Context: an optimization exercise on an open-source flow, tuned for small area. The choices shown serve that exercise and are no tape-out recipe. In this exercise RTL edits were held to simulation tests only and were not proved equivalent to the original. Power and IR drop assume default switching activity.

Setup of the baseline:
Design exp_shifter_gen2, start of the top module:
module exp_shifter_gen2 (
   input  logic        clk,
   input  logic        sync_reset,
   input  logic        s_axis_tvalid,
   input  logic [31:0] s_axis_tdata,
   input  logic [23:0] s_axis_tuser,
   input  logic        s_axis_tlast,
   output logic        s_axis_tready,
   input  logic [3:0]  avg_shift,
   input  logic        bypass,
   input  logic        sat_clear,
   output logic        sat_flag,
   output logic        eob_tag,
   output logic        m_axis_tvalid,
   output logic [31:0] m_axis_tdata,
   output logic [23:0] m_axis_tuser,
   output logic        m_axis_tlast,
   input  logic        m_axis_tready
);
Settings: LEC_CHECK=0, CAP_MARGIN=0, CORE_MARGIN=2, CORE_UTILIZATION=60, CTS_CLUSTER_DIAMETER=80, CTS_CLUSTER_SIZE=24, SLEW_MARGIN=0; clock period 7.0 ns.
run.sh (not shown) runs the stock make flow with config.mk's settings and CLKGATE_MAP_FILE= SYNTH_SCRIPT=/design/flow/synth_recipe.tcl, a recipe that flattens the netlist after the stock synthesis.
The baseline | status: complete | timing, DRC, antenna: pass
Changes in the candidate relative to the baseline:
- putting GPL_TIMING_DRIVEN at 0 where nothing was set
- swapping 0 for 10 in CAP_MARGIN
- swapping 0 for 10 in SLEW_MARGIN
Results
Of the candidate and the baseline, it is the candidate that has the higher placed wire-length estimate. The deepest clock path buffer count of the baseline and that of the candidate are within noise of each other. Compared the candidate vs the baseline, and final estimated routing congestion in global placement is up in the candidate. Status(the candidate) = ERROR, stage = global routing (5_1_grt). Reported for the baseline and the candidate, post-synthesis xor/xnor area fraction turned out identical to the last digit.

Setup of maple:
exp_shifter_gen2, a different RTL version from the one above (not shown whole).
Size in the first run: roughly 7700 cells after synthesis, roughly 96000 um^2 of cells after synthesis.
Design exp_shifter_gen2, start of the top module:
module exp_shifter_gen2 (
   input  logic        clk,
   input  logic        sync_reset,
   input  logic        s_axis_tvalid,
   input  logic [31:0] s_axis_tdata,
   input  logic [23:0] s_axis_tuser,
   input  logic        s_axis_tlast,
   output logic        s_axis_tready,
   input  logic [3:0]  avg_shift,
   input  logic        bypass,
   input  logic        sat_clear,
   output logic        sat_flag,
   output logic        eob_tag,
   output logic        m_axis_tvalid,
   output logic [31:0] m_axis_tdata,
   output logic [23:0] m_axis_tuser,
   output logic        m_axis_tlast,
   input  logic        m_axis_tready
);
   localparam int DEPTH  = 48;
   localparam int BEAT_W = 57;
   logic [DEPTH-1:0][BEAT_W-1:0] q_mem;
   logic [5:0]  held_q;         
   logic [2:0]  fly_q;          
   logic [12:0] avg_q;
   logic        first_q;
   logic [3:0]  amt_q;          
   logic [1:0]  sat_q;
   logic        vld_q;
   logic        full_q, full_h_q;   
   logic        sat_flag_q;
   logic        take, rd, out_vld, blk_start;
   logic [5:0]  held_d;
   logic [2:0]  fly_d;
   logic [1:0]  n_fly_d;
   logic [4:0]  e, afl;
   logic [6:0]  t;
   logic [3:0]  amt_new, amt;
   logic [3:0]  ash;
   logic signed [14:0] diff, delta;
   logic [12:0] avg_new;
   logic [1:0]  lsat;
   logic [31:0] sdata;
   logic [BEAT_W-1:0] head;
   assign s_axis_tready = ~full_q;
   assign take      = s_axis_tvalid & s_axis_tready;
   assign out_vld   = vld_q;
  ...
Settings: LEC_CHECK=0, CAP_MARGIN=20, CORE_MARGIN=2, CORE_UTILIZATION=60, SLEW_MARGIN=20; clock period 7.0 ns.
standard.sh (not shown) runs the stock make flow with config.mk's settings and CLKGATE_MAP_FILE= SYNTH_SCRIPT=/design/flow/synth_recipe.tcl, a recipe that flattens the netlist after the stock synthesis.
==> flow/flow/run.sh <==
#!/bin/bash
# Layout flow: the standard flow (standard.sh), with two changes:
#  - synthesis is the standard flow's own script, except that ABC maps the logic with an
#    area-oriented script (flow/area.abc) instead of ORFS's speed script; the
#    flip-flops, their cells and names are untouched (ABC only maps logic);
#  - port buffers use the smallest buffer, and CTS settings come from CTS_ARGS.
set -euo pipefail
W=$(pwd)
F=$W/flow
{
cat <<EOT
proc abc {args} {
  set i [lsearch -exact \$args -script]
  if {\$i >= 0} { set args [lreplace \$args [expr {\$i+1}] [expr {\$i+1}] $F/area.abc] }
  yosys abc {*}\$args
}
EOT
cat "$W/synth_recipe.tcl"
} > "$W/area_synth.tcl"
sed "s|$W/synth_recipe.tcl|$W/area_synth.tcl|g" "$W/standard.sh" > "$W/area_standard.sh"
grep -q "area_synth.tcl" "$W/area_standard.sh"
if [[ -f "$F/env.sh" ]]; then source "$F/env.sh"; fi
bash "$W/area_standard.sh" > "$W/flow.log" 2>&1
==> flow/flow/area.abc <==
&get -n
&st
&synch2
&nf -a
&put
==> flow/flow/env.sh <==
export BUFFER_PORTS_ARGS="-buffer_cell sky130_fd_sc_hd__buf_1"
export CTS_ARGS="-sink_clustering_enable -repair_clock_nets -sink_clustering_size 20 -sink_clustering_max_diameter 50 -sink_clustering_buffer sky130_fd_sc_hd__clkbuf_8 -dont_use_dummy_load"
maple has completed all stages; timing, DRC and antenna checks passed.
Input changes introduced in ember (baseline for comparison: maple):
Settings: CORE_UTILIZATION now 66, was 60.
==> flow/flow/env.sh <==
export BUFFER_PORTS_ARGS="-buffer_cell sky130_fd_sc_hd__buf_1"
export CTS_ARGS="-sink_clustering_enable -repair_clock_nets -sink_clustering_size 24 -sink_clustering_max_diameter 80 -dont_use_dummy_load"
## What came out
- ember: flow completed, timing, DRC and antenna clean
- ember vs maple, global-route usage went up by 2.6 points.
- ember vs maple — sum of met3 wire segment lengths after detailed routing rose 2.0 mm.
- Between maple and ember, the final design instance area without fill does not differ in any meaningful way.
- Sort ember and maple by final period utilization, ascending, and ember comes first.
- The end-of-flow core utilization of ember exceeds that of maple by 6.8 points.
- maple → ember: power after layout increased by 900 uW relative to the old numbers; final layout net count decreased by 72 relative to the old numbers.
- Count of non-CTS buffers in the layout: ember < maple
- Diff maple..ember | count of final setup violators | unchanged
- Relative to maple, worst hold slack increased by 6.1 ps in ember.
The inputs of quartz differ from those of ember as listed below.
Settings: CORE_UTILIZATION: 66 -> 60.
Findings:
Between quartz and ember, the power dissipated in sequential cells figures differ only marginally.
Worst-case hold slack was lower in quartz than in ember.
quartz: core utilization 6.4 points below ember
Share of total power in the clock network sits higher in quartz than in ember.
Final worst setup slack: quartz < ember
Between quartz and ember, the wire length of the first global-routing pass is lower for ember.
Diff ember -> quartz: clock insertion delay at the later pin of the skew report essentially unchanged; TritonCTS buffer count increased about 0.7%; overall routed net length increased 1.9%.
Between ember and quartz, the logic gate share of total power figures differ only marginally.
quartz finished end to end and its layout was clean on timing, DRC and antenna.
> inputs changed (quartz -> indigo)
==> flow/flow/env.sh <==
export BUFFER_PORTS_ARGS="-buffer_cell sky130_fd_sc_hd__buf_1"
export CTS_ARGS="-sink_clustering_enable -repair_clock_nets -sink_clustering_size 32 -sink_clustering_max_diameter 60 -dont_use_dummy_load"
## What came out
- Summary of indigo over quartz: global-route usage comparable; clock skew now larger; slew at the pin closest to its max-slew limit now smaller; layout clock buffer count now larger.

separate check: timing with driven ports:
The flow's constraints put no driver on any port. The routed layouts listed below were extracted and timed again, unchanged, in two steps.
Step 1: set_driving_cell puts a clkbuf_16 on clk and a buf_2 on each other input, an assumption about the parent block.
Step 2, shift: input delay + t, output delay - t, t = (earliest + latest rising clock arrival at the registers) / 2. This alone moves slack from input paths to output paths.
a / b / c = ideal / step 1 / step 2; a / b = the first two.
| run | t (ns) | setup slack, ns | worst setup path at the end | worst register clock-pin slew, ns | pins driven straight from the clock port |
|---|---|---|---|---|---|
| the baseline | 0.932 | 0.215 / 0.116 / -0.153 | input to register | 0.10 / 0.10 | 1 |
| maple | 0.863 | 0.608 / 0.522 / 0.415 | input to register | 0.12 / 0.12 | 1 |
| ember | 0.851 | 0.631 / 0.543 / 0.387 | input to register | 0.10 / 0.10 | 1 |
| quartz | 0.831 | 0.607 / 0.523 / 0.411 | input to register | 0.10 / 0.10 | 1 |
| indigo | 0.841 | 0.661 / 0.577 / 0.438 | input to register | 0.11 / 0.11 | 1 |
Met with ideal ports but missed after step 2: setup timing in the baseline. The setup slack of the baseline, which loses most, moves by -0.099 ns with the drivers and by -0.368 ns with both steps.
